This design comes from an exercise in tuning for small area on the open sky130 flow, not from production work.
In this exercise RTL edits were held to simulation tests only and were not proved equivalent to the original.

==> lagoon: inputs <==
// pacman_game
module pacman_game #(
  parameter int MAP_COLS  = 28,
  parameter int MAP_ROWS  = 36,
  parameter int TILE_PX   = 8,
  parameter int START_COL = 2,
  parameter int START_ROW = 1
) (
  input  wire logic            vga_pix_clk,
  input  wire logic            rst,
  input  wire game_pkg::beam_t beam,
  input  wire logic            btn_up,
  input  wire logic            btn_down,
  input  wire logic            btn_left,
  input  wire logic            btn_right,
  output game_pkg::rgb_t       rgb,
  output game_pkg::score_t     score,
  output game_pkg::tile_pos_t  pac_tile
);
==> module map_store, before the edit <==
module map_store #(
  parameter int MAP_COLS = 28,
  parameter int MAP_ROWS = 36
) (
  input  wire logic                vga_pix_clk,
  input  wire logic                rst,
  input  wire game_pkg::tile_pos_t rd_addr,
  output logic                     rd_eaten,
  input  wire game_pkg::tile_pos_t pb_addr,
  input  wire logic                pb_we,
  output logic                     pb_eaten,
  output logic                     map_ready
);
  localparam int FILL_CYCLES = MAP_COLS * MAP_ROWS + 1;
  function automatic logic [9:0] lfsr_step(input logic [9:0] s);
    lfsr_step = {s[8:0], ~(s[9] ^ s[6])};
  endfunction
  function automatic logic [9:0] lfsr_at(input int n);
    logic [9:0] s;
    s = '0;
    for (int i = 0; i < n; i++) s = lfsr_step(s);
    lfsr_at = s;
  endfunction
  localparam logic [9:0] LFSR_LAST = lfsr_at(FILL_CYCLES - 1);
  logic [9:0] lfsr;
  logic       ready_q;
  always_ff @(posedge vga_pix_clk) begin
    if (rst) begin
      lfsr    <= '0;
      ready_q <= 1'b0;
    end else begin
      lfsr    <= lfsr_step(lfsr);
      ready_q <= ready_q | (lfsr == LFSR_LAST);
    end
  end
  assign map_ready = ready_q;
  function automatic logic is_wall(input int c, input int r);
    is_wall = (c == 0) || (c == MAP_COLS - 1) || (r == 0) || (r == MAP_ROWS - 1) ||
              ((c % 4 == 2) && (r % 4 == 2));
  endfunction
  function automatic int line_tiles(input int len, input bit pillars);
    line_tiles = pillars ? (len - 2) - ((len - 4) / 4 + 1) : len - 2;
  endfunction
  function automatic int line_tile(input int k, input bit pillars);
    line_tile = pillars ? k + 1 + (k + 2) / 3 : k + 1;
  endfunction
  function automatic int row_tiles(input int r);
    row_tiles = (r == 0 || r == MAP_ROWS - 1) ? 0 : line_tiles(MAP_COLS, r % 4 == 2);
  endfunction
  function automatic int col_tiles(input int c);
    col_tiles = (c == 0 || c == MAP_COLS - 1) ? 0 : line_tiles(MAP_ROWS, c % 4 == 2);
  endfunction
  logic [MAP_ROWS-1:0] pb_row, rd_row;
  logic [MAP_COLS-1:0] pb_col, rd_col;
  logic [MAP_COLS-1:0] pb_hits, rd_hits;
  wire  [MAP_ROWS-1:0][MAP_COLS-1:0] eaten;
  always_comb begin
    for (int r = 0; r < MAP_ROWS; r++) begin
      pb_row[r] = (pb_addr.row == 6'(r));
      rd_row[r] = (rd_addr.row == 6'(r));
    end
    for (int c = 0; c < MAP_COLS; c++) begin
      pb_col[c] = (pb_addr.col == 6'(c));
      rd_col[c] = (rd_addr.col == 6'(c));
    end
  end
  for (genvar r = 0; r < MAP_ROWS; r++) begin : g_row
    localparam int N  = row_tiles(r);
    for (genvar c = 0; c < MAP_COLS; c++) begin : g_wall
      if (is_wall(c, r)) begin : g_w
        assign eaten[r][c] = 1'b0;
      end
    end
    for (genvar k = 0; k < N; k++) begin : g_tile
      localparam int C = line_tile(k, r % 4 == 2);
      logic bit_q;
      always_ff @(posedge vga_pix_clk) begin
        if (rst) begin
          bit_q <= 1'b0;
        end else if (pb_we && pb_row[r] && pb_col[C]) begin
          bit_q <= 1'b1;
        end
      end
      assign eaten[r][C] = bit_q;
    end
  end
  for (genvar c = 0; c < MAP_COLS; c++) begin : g_rcol
    localparam int N  = col_tiles(c);
    localparam int NG = (N + 2) / 3;
    if (N == 0) begin : g_none
      assign rd_hits[c] = 1'b0;
      assign pb_hits[c] = 1'b0;
    end else begin : g_some
      logic [N-1:0]  q, rd_sel, pb_sel;
      logic [NG-1:0] rd_grp_n, pb_grp_n;
      for (genvar k = 0; k < N; k++) begin : g_tile
        localparam int R = line_tile(k, c % 4 == 2);
        assign q[k]      = eaten[R][c];
        assign rd_sel[k] = rd_row[R];
        assign pb_sel[k] = pb_row[R];
      end
      for (genvar g = 0; g < NG; g++) begin : g_grp
        localparam int W = (N - 3 * g < 3) ? N - 3 * g : 3;
        if (W == 3) begin : g_3
          aoi222 u_rd (.a(rd_sel[3*g +: 3]), .b(q[3*g +: 3]), .y_n(rd_grp_n[g]));
          aoi222 u_pb (.a(pb_sel[3*g +: 3]), .b(q[3*g +: 3]), .y_n(pb_grp_n[g]));
        end else if (W == 2) begin : g_2
          assign rd_grp_n[g] = !((rd_sel[3*g] & q[3*g]) | (rd_sel[3*g+1] & q[3*g+1]));
          assign pb_grp_n[g] = !((pb_sel[3*g] & q[3*g]) | (pb_sel[3*g+1] & q[3*g+1]));
        end else begin : g_1
          assign rd_grp_n[g] = !(rd_sel[3*g] & q[3*g]);
          assign pb_grp_n[g] = !(pb_sel[3*g] & q[3*g]);
        end
      end
      assign rd_hits[c] = !(&rd_grp_n);
      assign pb_hits[c] = !(&pb_grp_n);
    end
  end
  assign rd_eaten = |(rd_hits & rd_col);
  assign pb_eaten = |(pb_hits & pb_col);
endmodule
Settings: LEC_CHECK=0, CAP_MARGIN=0, CORE_MARGIN=2, CORE_UTILIZATION=30, SLEW_MARGIN=0, SYNTH_HIERARCHICAL=1, SYNTH_MINIMUM_KEEP_SIZE=0; clock period 10.0 ns.
standard.sh (not shown) runs the stock make flow with config.mk's settings and CLKGATE_MAP_FILE= SYNTH_SCRIPT=/design/flow/synth_recipe.tcl, a recipe that flattens the netlist after the stock synthesis.
==> flow/flow/run.sh <==
#!/bin/bash
# Own layout flow: the standard flow (standard.sh, with the standard
# synthesis unchanged), except that clock tree synthesis inserts no dummy
# loads and builds the tree from clkbuf_4 cells, and the ports are buffered
# with the smallest buffer. make's output goes to standard_flow.log; each
# ORFS step keeps its own log under orfs/logs/.
set -euo pipefail
export CTS_ARGS="-sink_clustering_enable -repair_clock_nets -dont_use_dummy_load -buf_list {sky130_fd_sc_hd__clkbuf_4} -sink_clustering_size 10 -sink_clustering_max_diameter 50"
export BUFFER_PORTS_ARGS="-buffer_cell sky130_fd_sc_hd__buf_1"
bash standard.sh finish > standard_flow.log 2>&1
==> garnet (differences from lagoon) <==
--- a/flow/design.v
+++ b/flow/design.v
@@ -80,101 +80,47 @@
   end
   assign map_ready = ready_q;
   function automatic logic is_wall(input int c, input int r);
     is_wall = (c == 0) || (c == MAP_COLS - 1) || (r == 0) || (r == MAP_ROWS - 1) ||
               ((c % 4 == 2) && (r % 4 == 2));
   endfunction
-  function automatic int line_tiles(input int len, input bit pillars);
-    line_tiles = pillars ? (len - 2) - ((len - 4) / 4 + 1) : len - 2;
-  endfunction
-  function automatic int line_tile(input int k, input bit pillars);
-    line_tile = pillars ? k + 1 + (k + 2) / 3 : k + 1;
-  endfunction
-  function automatic int row_tiles(input int r);
-    row_tiles = (r == 0 || r == MAP_ROWS - 1) ? 0 : line_tiles(MAP_COLS, r % 4 == 2);
-  endfunction
-  function automatic int col_tiles(input int c);
-    col_tiles = (c == 0 || c == MAP_COLS - 1) ? 0 : line_tiles(MAP_ROWS, c % 4 == 2);
-  endfunction
-  logic [MAP_ROWS-1:0] pb_row, rd_row;
-  logic [MAP_COLS-1:0] pb_col, rd_col;
-  logic [MAP_COLS-1:0] pb_hits, rd_hits;
-  wire  [MAP_ROWS-1:0][MAP_COLS-1:0] eaten;
+  logic [MAP_ROWS-1:0][MAP_COLS-1:0] eaten;
+  logic [MAP_ROWS-1:0]               pb_row, rd_row, rd_hits;
+  logic [MAP_COLS-1:0]               pb_col, rd_col;
+  logic [MAP_ROWS-1:0]               pb_hits;
   always_comb begin
     for (int r = 0; r < MAP_ROWS; r++) begin
       pb_row[r] = (pb_addr.row == 6'(r));
       rd_row[r] = (rd_addr.row == 6'(r));
     end
     for (int c = 0; c < MAP_COLS; c++) begin
       pb_col[c] = (pb_addr.col == 6'(c));
       rd_col[c] = (rd_addr.col == 6'(c));
     end
   end
   for (genvar r = 0; r < MAP_ROWS; r++) begin : g_row
-    localparam int N  = row_tiles(r);
-    for (genvar c = 0; c < MAP_COLS; c++) begin : g_wall
-      if (is_wall(c, r)) begin : g_w
+    for (genvar c = 0; c < MAP_COLS; c++) begin : g_col
+      if (is_wall(c, r)) begin : g_wall
         assign eaten[r][c] = 1'b0;
-      end
-    end
-    for (genvar k = 0; k < N; k++) begin : g_tile
-      localparam int C = line_tile(k, r % 4 == 2);
-      logic bit_q;
-      always_ff @(posedge vga_pix_clk) begin
-        if (rst) begin
-          bit_q <= 1'b0;
-        end else if (pb_we && pb_row[r] && pb_col[C]) begin
-          bit_q <= 1'b1;
+      end else begin : g_tile
+        logic bit_q;
+        always_ff @(posedge vga_pix_clk) begin
+          if (rst) begin
+            bit_q <= 1'b0;
+          end else if (pb_we && pb_row[r] && pb_col[c]) begin
+            bit_q <= 1'b1;
+          end
         end
+        assign eaten[r][c] = bit_q;
       end
-      assign eaten[r][C] = bit_q;
     end
+    assign rd_hits[r] = |(eaten[r] & rd_col);
+    assign pb_hits[r] = |(eaten[r] & pb_col);
   end
-  for (genvar c = 0; c < MAP_COLS; c++) begin : g_rcol
-    localparam int N  = col_tiles(c);
-    localparam int NG = (N + 2) / 3;
-    if (N == 0) begin : g_none
-      assign rd_hits[c] = 1'b0;
-      assign pb_hits[c] = 1'b0;
-    end else begin : g_some
-      logic [N-1:0]  q, rd_sel, pb_sel;
-      logic [NG-1:0] rd_grp_n, pb_grp_n;
-      for (genvar k = 0; k < N; k++) begin : g_tile
-        localparam int R = line_tile(k, c % 4 == 2);
-        assign q[k]      = eaten[R][c];
-        assign rd_sel[k] = rd_row[R];
-        assign pb_sel[k] = pb_row[R];
-      end
-      for (genvar g = 0; g < NG; g++) begin : g_grp
-        localparam int W = (N - 3 * g < 3) ? N - 3 * g : 3;
-        if (W == 3) begin : g_3
-          aoi222 u_rd (.a(rd_sel[3*g +: 3]), .b(q[3*g +: 3]), .y_n(rd_grp_n[g]));
-          aoi222 u_pb (.a(pb_sel[3*g +: 3]), .b(q[3*g +: 3]), .y_n(pb_grp_n[g]));
-        end else if (W == 2) begin : g_2
-          assign rd_grp_n[g] = !((rd_sel[3*g] & q[3*g]) | (rd_sel[3*g+1] & q[3*g+1]));
-          assign pb_grp_n[g] = !((pb_sel[3*g] & q[3*g]) | (pb_sel[3*g+1] & q[3*g+1]));
-        end else begin : g_1
-          assign rd_grp_n[g] = !(rd_sel[3*g] & q[3*g]);
-          assign pb_grp_n[g] = !(pb_sel[3*g] & q[3*g]);
-        end
-      end
-      assign rd_hits[c] = !(&rd_grp_n);
-      assign pb_hits[c] = !(&pb_grp_n);
-    end
-  end
-  assign rd_eaten = |(rd_hits & rd_col);
-  assign pb_eaten = |(pb_hits & pb_col);
-endmodule
-`default_nettype wire
-`default_nettype none
-module aoi222 (
-  input  wire logic [2:0] a,
-  input  wire logic [2:0] b,
-  output logic            y_n
-);
-  assign y_n = !((a[0] & b[0]) | (a[1] & b[1]) | (a[2] & b[2]));
+  assign rd_eaten = |(rd_hits & rd_row);
+  assign pb_eaten = |(pb_hits & pb_row);
 endmodule
 `default_nettype wire
 `default_nettype none
 `timescale 1ns/1ps
 module player_ctrl #(
   parameter int MAP_COLS  = 28,
@@ -230,34 +176,29 @@
     end else begin
       blocked = neg_q ? (pac_tile.col == 6'd1) : (pac_tile.col == 6'(MAP_COLS - 2));
       blocked = blocked || (pac_tile.row[1:0] == 2'd2 &&
                             pac_tile.col[1:0] == (neg_q ? 2'd3 : 2'd1));
     end
   end
-  logic [5:0] coord, stepped;
-  logic       do_move;
-  assign coord   = vert_q ? pac_tile.row : pac_tile.col;
-  assign stepped = coord + {{5{neg_q}}, 1'b1};
-  assign do_move = st_step && mv_q && !blocked;
   always_ff @(posedge vga_pix_clk) begin
     if (rst) begin
       pac_tile <= {6'(START_COL), 6'(START_ROW)};
-    end else if (do_move) begin
-      if (vert_q) pac_tile.row <= stepped;
-      else        pac_tile.col <= stepped;
+    end else if (st_step && mv_q && !blocked) begin
+      if (vert_q) pac_tile.row <= neg_q ? pac_tile.row - 1'b1 : pac_tile.row + 1'b1;
+      else        pac_tile.col <= neg_q ? pac_tile.col - 1'b1 : pac_tile.col + 1'b1;
     end
   end
   assign power_here = (pac_tile.col == 6'd1 || pac_tile.col == 6'(MAP_COLS - 2)) &&
                       (pac_tile.row == 6'd1 || pac_tile.row == 6'(MAP_ROWS - 2));
   assign ate   = st_eat && !pb_eaten;
   assign pb_we = st_eat;
   always_ff @(posedge vga_pix_clk) begin
     if (rst) begin
       score <= '0;
     end else if (ate) begin
-      score <= score + {8'd0, power_here, 1'b0, power_here, !power_here};
+      score <= score + (power_here ? game_pkg::power_points : game_pkg::candy_points);
     end
   end
 endmodule
 `default_nettype wire
 `default_nettype none
 `timescale 1ns/1ps
==> flow/run.sh (new file) <==
#!/bin/bash
# synth_recipe.tcl (not shown) runs the flow's synth.tcl, then flattens the netlist and writes it again
# the make line also repeats each setting of config.mk as NAME=value (left out here)
make -C /OpenROAD-flow-scripts/flow DESIGN_CONFIG=/design/flow/config.mk WORK_HOME=/design/flow/orfs CLKGATE_MAP_FILE= SYNTH_SCRIPT=/design/flow/synth_recipe.tcl finish
==> flow/config.mk (replaced) <==
export PLATFORM = sky130hd
export DESIGN_NAME = pacman_game
export DESIGN_NICKNAME = pacman_game
export VERILOG_FILES = /design/flow/design.v
export SDC_FILE = /design/flow/constraint.sdc
export NUM_CORES = 4
export LEC_CHECK = 0
export CAP_MARGIN = 20
export CORE_MARGIN = 2
export CORE_UTILIZATION = 30
export SLEW_MARGIN = 20
removed: flow/flow/run.sh
removed: flow/standard.sh
==> zinc (differences from lagoon) <==
--- a/flow/design.v
+++ b/flow/design.v
@@ -80,92 +80,82 @@
   end
   assign map_ready = ready_q;
   function automatic logic is_wall(input int c, input int r);
     is_wall = (c == 0) || (c == MAP_COLS - 1) || (r == 0) || (r == MAP_ROWS - 1) ||
               ((c % 4 == 2) && (r % 4 == 2));
   endfunction
-  function automatic int line_tiles(input int len, input bit pillars);
-    line_tiles = pillars ? (len - 2) - ((len - 4) / 4 + 1) : len - 2;
-  endfunction
-  function automatic int line_tile(input int k, input bit pillars);
-    line_tile = pillars ? k + 1 + (k + 2) / 3 : k + 1;
-  endfunction
   function automatic int row_tiles(input int r);
-    row_tiles = (r == 0 || r == MAP_ROWS - 1) ? 0 : line_tiles(MAP_COLS, r % 4 == 2);
+    row_tiles = 0;
+    for (int c = 0; c < MAP_COLS; c++) if (!is_wall(c, r)) row_tiles++;
   endfunction
-  function automatic int col_tiles(input int c);
-    col_tiles = (c == 0 || c == MAP_COLS - 1) ? 0 : line_tiles(MAP_ROWS, c % 4 == 2);
+  function automatic int tile_col(input int r, input int k);
+    int n;
+    n = 0;
+    tile_col = 0;
+    for (int c = 0; c < MAP_COLS; c++) begin
+      if (!is_wall(c, r)) begin
+        if (n == k) tile_col = c;
+        n++;
+      end
+    end
   endfunction
   logic [MAP_ROWS-1:0] pb_row, rd_row;
   logic [MAP_COLS-1:0] pb_col, rd_col;
-  logic [MAP_COLS-1:0] pb_hits, rd_hits;
-  wire  [MAP_ROWS-1:0][MAP_COLS-1:0] eaten;
+  logic [MAP_ROWS-1:0] pb_hits, rd_hits;
   always_comb begin
     for (int r = 0; r < MAP_ROWS; r++) begin
       pb_row[r] = (pb_addr.row == 6'(r));
       rd_row[r] = (rd_addr.row == 6'(r));
     end
     for (int c = 0; c < MAP_COLS; c++) begin
       pb_col[c] = (pb_addr.col == 6'(c));
       rd_col[c] = (rd_addr.col == 6'(c));
     end
   end
   for (genvar r = 0; r < MAP_ROWS; r++) begin : g_row
     localparam int N  = row_tiles(r);
-    for (genvar c = 0; c < MAP_COLS; c++) begin : g_wall
-      if (is_wall(c, r)) begin : g_w
-        assign eaten[r][c] = 1'b0;
-      end
-    end
-    for (genvar k = 0; k < N; k++) begin : g_tile
-      localparam int C = line_tile(k, r % 4 == 2);
-      logic bit_q;
-      always_ff @(posedge vga_pix_clk) begin
-        if (rst) begin
-          bit_q <= 1'b0;
-        end else if (pb_we && pb_row[r] && pb_col[C]) begin
-          bit_q <= 1'b1;
-        end
-      end
-      assign eaten[r][C] = bit_q;
-    end
-  end
-  for (genvar c = 0; c < MAP_COLS; c++) begin : g_rcol
-    localparam int N  = col_tiles(c);
     localparam int NG = (N + 2) / 3;
     if (N == 0) begin : g_none
-      assign rd_hits[c] = 1'b0;
-      assign pb_hits[c] = 1'b0;
+      assign pb_hits[r] = 1'b0;
+      assign rd_hits[r] = 1'b0;
     end else begin : g_some
-      logic [N-1:0]  q, rd_sel, pb_sel;
-      logic [NG-1:0] rd_grp_n, pb_grp_n;
+      logic [N-1:0]  q, pb_sel, rd_sel;
+      logic [NG-1:0] pb_grp_n, rd_grp_n;
       for (genvar k = 0; k < N; k++) begin : g_tile
-        localparam int R = line_tile(k, c % 4 == 2);
-        assign q[k]      = eaten[R][c];
-        assign rd_sel[k] = rd_row[R];
-        assign pb_sel[k] = pb_row[R];
+        localparam int C = tile_col(r, k);
+        logic bit_q;
+        always_ff @(posedge vga_pix_clk) begin
+          if (rst) begin
+            bit_q <= 1'b0;
+          end else if (pb_we && pb_row[r] && pb_col[C]) begin
+            bit_q <= 1'b1;
+          end
+        end
+        assign q[k]      = bit_q;
+        assign pb_sel[k] = pb_col[C];
+        assign rd_sel[k] = rd_col[C];
       end
       for (genvar g = 0; g < NG; g++) begin : g_grp
         localparam int W = (N - 3 * g < 3) ? N - 3 * g : 3;
         if (W == 3) begin : g_3
-          aoi222 u_rd (.a(rd_sel[3*g +: 3]), .b(q[3*g +: 3]), .y_n(rd_grp_n[g]));
           aoi222 u_pb (.a(pb_sel[3*g +: 3]), .b(q[3*g +: 3]), .y_n(pb_grp_n[g]));
+          aoi222 u_rd (.a(rd_sel[3*g +: 3]), .b(q[3*g +: 3]), .y_n(rd_grp_n[g]));
         end else if (W == 2) begin : g_2
-          assign rd_grp_n[g] = !((rd_sel[3*g] & q[3*g]) | (rd_sel[3*g+1] & q[3*g+1]));
           assign pb_grp_n[g] = !((pb_sel[3*g] & q[3*g]) | (pb_sel[3*g+1] & q[3*g+1]));
+          assign rd_grp_n[g] = !((rd_sel[3*g] & q[3*g]) | (rd_sel[3*g+1] & q[3*g+1]));
         end else begin : g_1
-          assign rd_grp_n[g] = !(rd_sel[3*g] & q[3*g]);
           assign pb_grp_n[g] = !(pb_sel[3*g] & q[3*g]);
+          assign rd_grp_n[g] = !(rd_sel[3*g] & q[3*g]);
         end
       end
-      assign rd_hits[c] = !(&rd_grp_n);
-      assign pb_hits[c] = !(&pb_grp_n);
+      assign pb_hits[r] = !(&pb_grp_n);
+      assign rd_hits[r] = !(&rd_grp_n);
     end
   end
-  assign rd_eaten = |(rd_hits & rd_col);
-  assign pb_eaten = |(pb_hits & pb_col);
+  assign rd_eaten = |(rd_hits & rd_row);
+  assign pb_eaten = |(pb_hits & pb_row);
 endmodule
 `default_nettype wire
 `default_nettype none
 module aoi222 (
   input  wire logic [2:0] a,
   input  wire logic [2:0] b,
==> flow/flow/run.sh (replaced) <==
#!/bin/bash
# Own layout flow: the standard flow (standard.sh, with the standard
# synthesis unchanged), except that clock tree synthesis inserts no dummy
# loads and builds the tree from clkbuf_8 cells, and the ports are buffered
# with the smallest buffer. make's output goes to standard_flow.log; each
# ORFS step keeps its own log under orfs/logs/.
set -euo pipefail
export CTS_ARGS="-sink_clustering_enable -repair_clock_nets -dont_use_dummy_load -buf_list {sky130_fd_sc_hd__clkbuf_8} -sink_clustering_size 16 -sink_clustering_max_diameter 80"
export BUFFER_PORTS_ARGS="-buffer_cell sky130_fd_sc_hd__buf_1"
bash standard.sh finish > standard_flow.log 2>&1
==> flow/config.mk (replaced) <==
export PLATFORM = sky130hd
export DESIGN_NAME = pacman_game
export DESIGN_NICKNAME = pacman_game
export VERILOG_FILES = /design/flow/design.v
export SDC_FILE = /design/flow/constraint.sdc
export NUM_CORES = 4
export LEC_CHECK = 0
export CAP_MARGIN = 5
export CORE_MARGIN = 2
export CORE_UTILIZATION = 45
export SLEW_MARGIN = 5
export SYNTH_HIERARCHICAL = 1
export SYNTH_MINIMUM_KEEP_SIZE = 0
==> qor summary <==
quantity                                                                                      zinc                                lagoon                               garnet
Final worst clock skew                                                                   0.0537 ns                             0.0938 ns                            0.0280 ns
Synthesis Warnings                                                                               9                                     9                                    3
Maximum number of pins on one net before global-route repair                                   200                                   240                                  212
WP data required                                                                          10.63 ns                              10.89 ns                             10.57 ns
Share of cells above drive strength 1                                                        6.80%                                 8.99%                                9.39%
Result of the run                                                 no timing/DRC/antenna violations      no timing/DRC/antenna violations     no timing/DRC/antenna violations
Count of non-CTS inverters in the layout                                                        16                                    11                                   20
Fmax                                                                                       146 MHz                               171 MHz                              159 MHz
Worst flop-to-flop path endpoint                              u_player_ctrl.score[10]$_SDFFE_PP0P_  u_player_ctrl.score[10]$_SDFFE_PP0P_  u_player_ctrl.score[6]$_SDFFE_PP0P_
Distinct cell type count after synthesis                                                        90                                    76                                   86
Max stage delay on crit path                                                               1.18 ns                               0.78 ns                              0.75 ns
Area share of and/or/nand/nor cells after synthesis                                          16.4%                                 16.1%                                18.6%
Routed wire length per instance                                                            28.3 µm                               28.0 µm                              31.8 µm
First-pass GRT wire length                                                                  210 mm                                224 mm                               286 mm
Top Metal Used                                                                                met4                                  met5                                 met5
Crit path depth                                                                                 15                                    14                                   14

static timing again, ports no longer ideal:
In the flow no input, the clock included, has a driving cell. The finished layouts below were timed again as built, in two steps.
Step 1 sets driving cells, clkbuf_16 on the clock port and buf_2 on the other inputs (assumed; they add their load-dependent delay and slew).
Step 2 times the ports against the registers' clock, not the clock port: input delays grow and output delays shrink by t, the midpoint of the rising clock arrivals with the driver on.
a / b / c = ideal ports / drivers / drivers and shift; a / b = the first two.
| run | t (ns) | slack for setup (ns) | pins driven straight from the clock port |
|---|---|---|---|
| lagoon | 1.036 | 4.142 / 4.142 / 3.273 | 1 |
| garnet | 0.751 | 3.700 / 3.700 / 3.023 | 1 |
| zinc | 0.799 | 3.144 / 3.183 / 2.383 | 1 |
After both steps setup and hold are still met in every run listed. The setup slack of lagoon, which loses most, moves by 0.000 ns with the drivers and by -0.869 ns with both steps.
